Background: an optimization exercise with open tools, aiming at small area, a short achievable clock period and few clock cycles. Do not read the settings as production practice. The RTL was checked by simulation tests, not by an equivalence proof against the original design. Power figures rest on the tool's default switching activity, not on a simulated workload.

Design diff_drive_odometry, start of the top module:
module diff_drive_odometry (
    input  logic         i_clk,
    input  logic         i_rst_n,
    input  logic         s_axis_tvalid,
    output logic         s_axis_tready,
    input  logic [63:0]  s_axis_tdata,
    output logic         m_axis_tvalid,
    input  logic         m_axis_tready,
    output logic [127:0] m_axis_tdata,
    input  logic         i_cfg_valid,
    output logic         o_cfg_ready,
    input  logic [2:0]   i_cfg_index,
    input  logic [27:0]  i_cfg_data
);
    localparam logic [3:0] F_IDLE = 4'd0, F_ML = 4'd1, F_LW = 4'd2, F_MR = 4'd3, F_RW = 4'd4,
                           F_MT   = 4'd5, F_TW = 4'd6, F_WRAP = 4'd8, F_DONE = 4'd9;
    localparam logic [2:0] C_IDLE = 3'd0, C_HDIV = 3'd1, C_HDONE = 3'd2, C_CD = 3'd3,
                           C_WAIT = 3'd4, C_SCD  = 3'd5, C_FIN   = 3'd6;
    localparam logic [2:0] M_IDLE = 3'd0, M_MX = 3'd1, M_XU = 3'd2, M_MY = 3'd3,
                           M_YU   = 3'd4, M_MR2 = 3'd5, M_SW = 3'd6, M_CINIT = 3'd7;
    logic [23:0] r_left_scale, r_right_scale, r_inv_track;
    logic [19:0] r_turn_db;
    logic [27:0] r_gyro_db;
    logic signed [31:0] r_heading, r_gyro;
    logic signed [31:0] r_out_h, r_x, r_y, r_out_g;
    logic               r_out_valid;
    logic [3:0] r_fst;
    logic [2:0] r_cst, r_mst;
    logic [1:0] r_fcnt;
    logic [4:0] r_ccnt;
    logic [2:0] r_mcnt;
  ...
Settings: LEC_CHECK=0, CAP_MARGIN=20, CORE_MARGIN=2, CORE_UTILIZATION=40, SETUP_SLACK_MARGIN=5, SLEW_MARGIN=20; clock period 11.0 ns.
run.sh (not shown) runs the stock make flow with config.mk's settings and CLKGATE_MAP_FILE= SYNTH_SCRIPT=/design/flow/synth_recipe.tcl, a recipe that flattens the netlist after the stock synthesis.
Testbench counts at the start, summed over its fixed seeds: cycles 43,643.
Rerun with:
--- a/flow/design.v
+++ b/flow/design.v
@@ -194,20 +194,26 @@
             w_dmag_new = w_dsat ? 32'h8000_0000 : w_m33[31:0];
         end else begin
             w_dsat     = w_big || w_m33[32] || w_m33[31];
             w_dmag_new = w_dsat ? 32'h7FFF_FFFF : w_m33[31:0];
         end
     end
     logic [34:0] w_nh_s;
     logic signed [33:0] w_nh_new;
-    assign w_nh_s   = {34'(r_heading), 1'b1} + {r_acc[21:0], r_mb[39:28], (w_pneg & w_pfrac)};
-    assign w_nh_new = w_dsat ? (w_pneg ? 34'(r_heading) - 34'sh8000_0000
-                                       : 34'(r_heading) + 34'sh7FFF_FFFF)
-                             : $signed(w_nh_s[34:1]);
+    logic        w_sat_pos, w_sat_neg, w_nsat;
+    logic [33:0] w_nh_b;
+    assign w_sat_pos = !w_pneg && (|r_acc[47:19]);
+    assign w_sat_neg = w_pneg && !(&r_acc[47:19]) &&
+                       !(w_pfrac && (&r_acc[47:20]) && !r_acc[19] && (&r_acc[18:0]) && (&r_mb[39:28]));
+    assign w_nsat    = w_sat_pos || w_sat_neg;
+    assign w_nh_b    = w_sat_pos ? 34'sh7FFF_FFFF : w_sat_neg ? -34'sh8000_0000
+                                                  : {r_acc[21:0], r_mb[39:28]};
+    assign w_nh_s    = {34'(r_heading), 1'b1} + {w_nh_b, (w_pneg & w_pfrac & !w_nsat)};
+    assign w_nh_new  = $signed(w_nh_s[34:1]);
     logic        w_ge_pi, w_lt_mpi, w_gt_hpi, w_lt_mhpi, w_in_range;
     logic signed [33:0] w_ang_a, w_ang_b, w_ang_sum;
     logic        w_ang_cin, w_fneg, w_z0neg;
     localparam logic signed [33:0] ATAN0_Q28 = 34'sd210828714;    
     assign w_ge_pi    = r_fnh >= PI_Q28;
     assign w_lt_mpi   = r_fnh < -PI_Q28;
     assign w_gt_hpi   = r_fnh > HALF_PI_Q28;
     assign w_lt_mhpi  = r_fnh < -HALF_PI_Q28;
Total power increases slightly.
Routed wire length fell by a few percent.
Via count shrinks by a few percent.
Critical path depth came out higher by 8.
First-iteration DRC count falls by a few percent.
Clock power shrinks by a few percent.
Non-clock buffer count came out higher by 111.
Cell area is lower slightly.
Setup slack got worse by 470 ps.
Testbench counts after the change, summed over its fixed seeds: cycles 43,643.

* * *

diff_drive_odometry, a different RTL version from the one above (not shown whole).
Size: ~11000 cells after synthesis, ~940 flip-flops, ~230 I/O pins, about 89000 um2 of cells after synthesis.
// diff_drive_odometry
module diff_drive_odometry (
    input  logic         i_clk,
    input  logic         i_rst_n,
    input  logic         s_axis_tvalid,
    output logic         s_axis_tready,
    input  logic [63:0]  s_axis_tdata,
    output logic         m_axis_tvalid,
    input  logic         m_axis_tready,
    output logic [127:0] m_axis_tdata,
    input  logic         i_cfg_valid,
    output logic         o_cfg_ready,
    input  logic [2:0]   i_cfg_index,
    input  logic [27:0]  i_cfg_data
);
Settings: LEC_CHECK=0, CAP_MARGIN=20, CORE_MARGIN=2, CORE_UTILIZATION=40, SETUP_SLACK_MARGIN=5, SLEW_MARGIN=20; clock period 11.0 ns.
Testbench counts at the start, summed over its fixed seeds: cycles 41,842.
Edit:
--- a/flow/design.v
+++ b/flow/design.v
@@ -214,20 +214,21 @@
                                                   : {r_acc[21:0], r_mb[39:28]};
     assign w_nh_s    = {34'(r_heading), 1'b1} + {w_nh_b, (w_pneg & w_pfrac & !w_nsat)};
     assign w_nh_new  = $signed(w_nh_s[34:1]);
     logic        w_ge_pi, w_lt_mpi, w_gt_hpi, w_lt_mhpi, w_in_range;
     logic signed [33:0] w_ang_sum;
     assign w_ge_pi    = r_fnh >= PI_Q28;
     assign w_lt_mpi   = r_fnh < -PI_Q28;
     assign w_gt_hpi   = r_fnh > HALF_PI_Q28;
     assign w_lt_mhpi  = r_fnh < -HALF_PI_Q28;
     assign w_in_range = !w_ge_pi && !w_lt_mpi;
+    assign w_ang_sum  = r_fnh + (w_ge_pi ? -TWO_PI_Q28 : TWO_PI_Q28);
     localparam logic signed [33:0] ATAN0_Q28 = 34'sd210828714;    
     localparam logic signed [31:0] ATAN0_Q30 = 32'sd843314856;
     localparam logic signed [31:0] ATAN1_Q30 = 32'sd497837829;
     localparam logic signed [31:0] GAIN_H    = 32'sd326016437;     
     localparam logic signed [31:0] GAIN_3H   = 32'sd978049311;     
     logic        w_fneg, w_s0, w_s1;
     logic        r_ffneg, r_fs0, r_fs1;    
     logic [31:0] w_kz, w_cz0;
     logic signed [31:0] w_cx0, w_cy0;
     always_comb begin
@@ -252,26 +253,21 @@
             2'b11:   w_kz = 32'(PI_Q28 <<< 2);
             default: w_kz = '0;
         endcase
         case ({r_fs0, r_fs1})
             2'b11:   w_kz2 = w_kz - ATAN0_Q30 - ATAN1_Q30;
             2'b10:   w_kz2 = w_kz - ATAN0_Q30 + ATAN1_Q30;
             2'b01:   w_kz2 = w_kz + ATAN0_Q30 - ATAN1_Q30;
             default: w_kz2 = w_kz + ATAN0_Q30 + ATAN1_Q30;
         endcase
     end
-    logic [35:0] w_h4_b, w_h4_sum;
-    assign w_h4_b    = (r_fst == F_WRAP) ? (w_ge_pi ? 36'(-(TWO_PI_Q28 <<< 2)) : 36'(TWO_PI_Q28 <<< 2))
-                                         : 36'(w_kz2);
-    assign w_h4_sum  = {r_fnh, 2'b00} + w_h4_b;
-    assign w_ang_sum = $signed(w_h4_sum[35:2]);
-    assign w_cz0     = w_h4_sum[31:0];
+    assign w_cz0 = {r_fnh[29:0], 2'b00} + w_kz2;
     assign w_cx0 = (r_fs0 == r_fs1) ? GAIN_H : GAIN_3H;
     assign w_cy0 = r_fs0 ? (r_fs1 ? GAIN_3H : GAIN_H) : (r_fs1 ? -GAIN_H : -GAIN_3H);
     logic [47:0] w_qc;
     logic        w_qneg;
     logic signed [47:0] w_r;
     logic signed [32:0] w_cdp, w_sdp;
     logic        w_same;
     assign w_qc   = r_ovf ? RADIUS_CAP : r_nq;
     assign w_qneg = r_lneg ^ r_dneg;
     logic [48:0] w_r_s;
After rerunning: Register-to-register slack gets better by 60 ps. Setup slack gets better by 57 ps. Sequential cell count does not change. Design area went up slightly. Clock power went up by a few percent. Synthesized cell count went up slightly.
Testbench counts after the change, summed over its fixed seeds: cycles 41,842.

==> port drivers added, routing unchanged <==
How much do the figures lean on ideal ports? The routed layouts below were timed once more, with nothing changed but the port constraints.
Step 1 (the two cells are an assumption about what drives the block):
set clk [get_ports {i_clk}]
set_driving_cell -lib_cell sky130_fd_sc_hd__clkbuf_16 $clk
set_driving_cell -lib_cell sky130_fd_sc_hd__buf_2 [delete_from_list [all_inputs] $clk]
Step 2, shift: input delay + t, output delay - t, t = (earliest + latest rising clock arrival at the registers) / 2. This alone moves slack from input paths to output paths.
a / b / c = ideal / step 1 / step 2; a / b = the first two.
run	shift t [ns]	setup slack, ns	hold WS [ns]	worst setup path at the end	clock arrival spread, ns
the first run of note 1	0.881	5.069 / 4.994 / 4.351	0.436 / 0.436 / 0.436	input to register	0.054 / 0.054
the second run of note 1	0.854	4.597 / 4.597 / 4.408	0.455 / 0.455 / 0.455	input to register	0.071 / 0.072
the first run of note 2	0.859	4.944 / 4.944 / 4.517	0.443 / 0.443 / 0.443	input to register	0.044 / 0.044
the second run of note 2	0.867	5.002 / 5.002 / 4.315	0.453 / 0.453 / 0.453	input to register	0.048 / 0.048
After both steps every run listed still meets setup and hold. The setup slack of the first run of note 1, which loses most, moves by -0.075 ns with the drivers and by -0.718 ns with both steps.
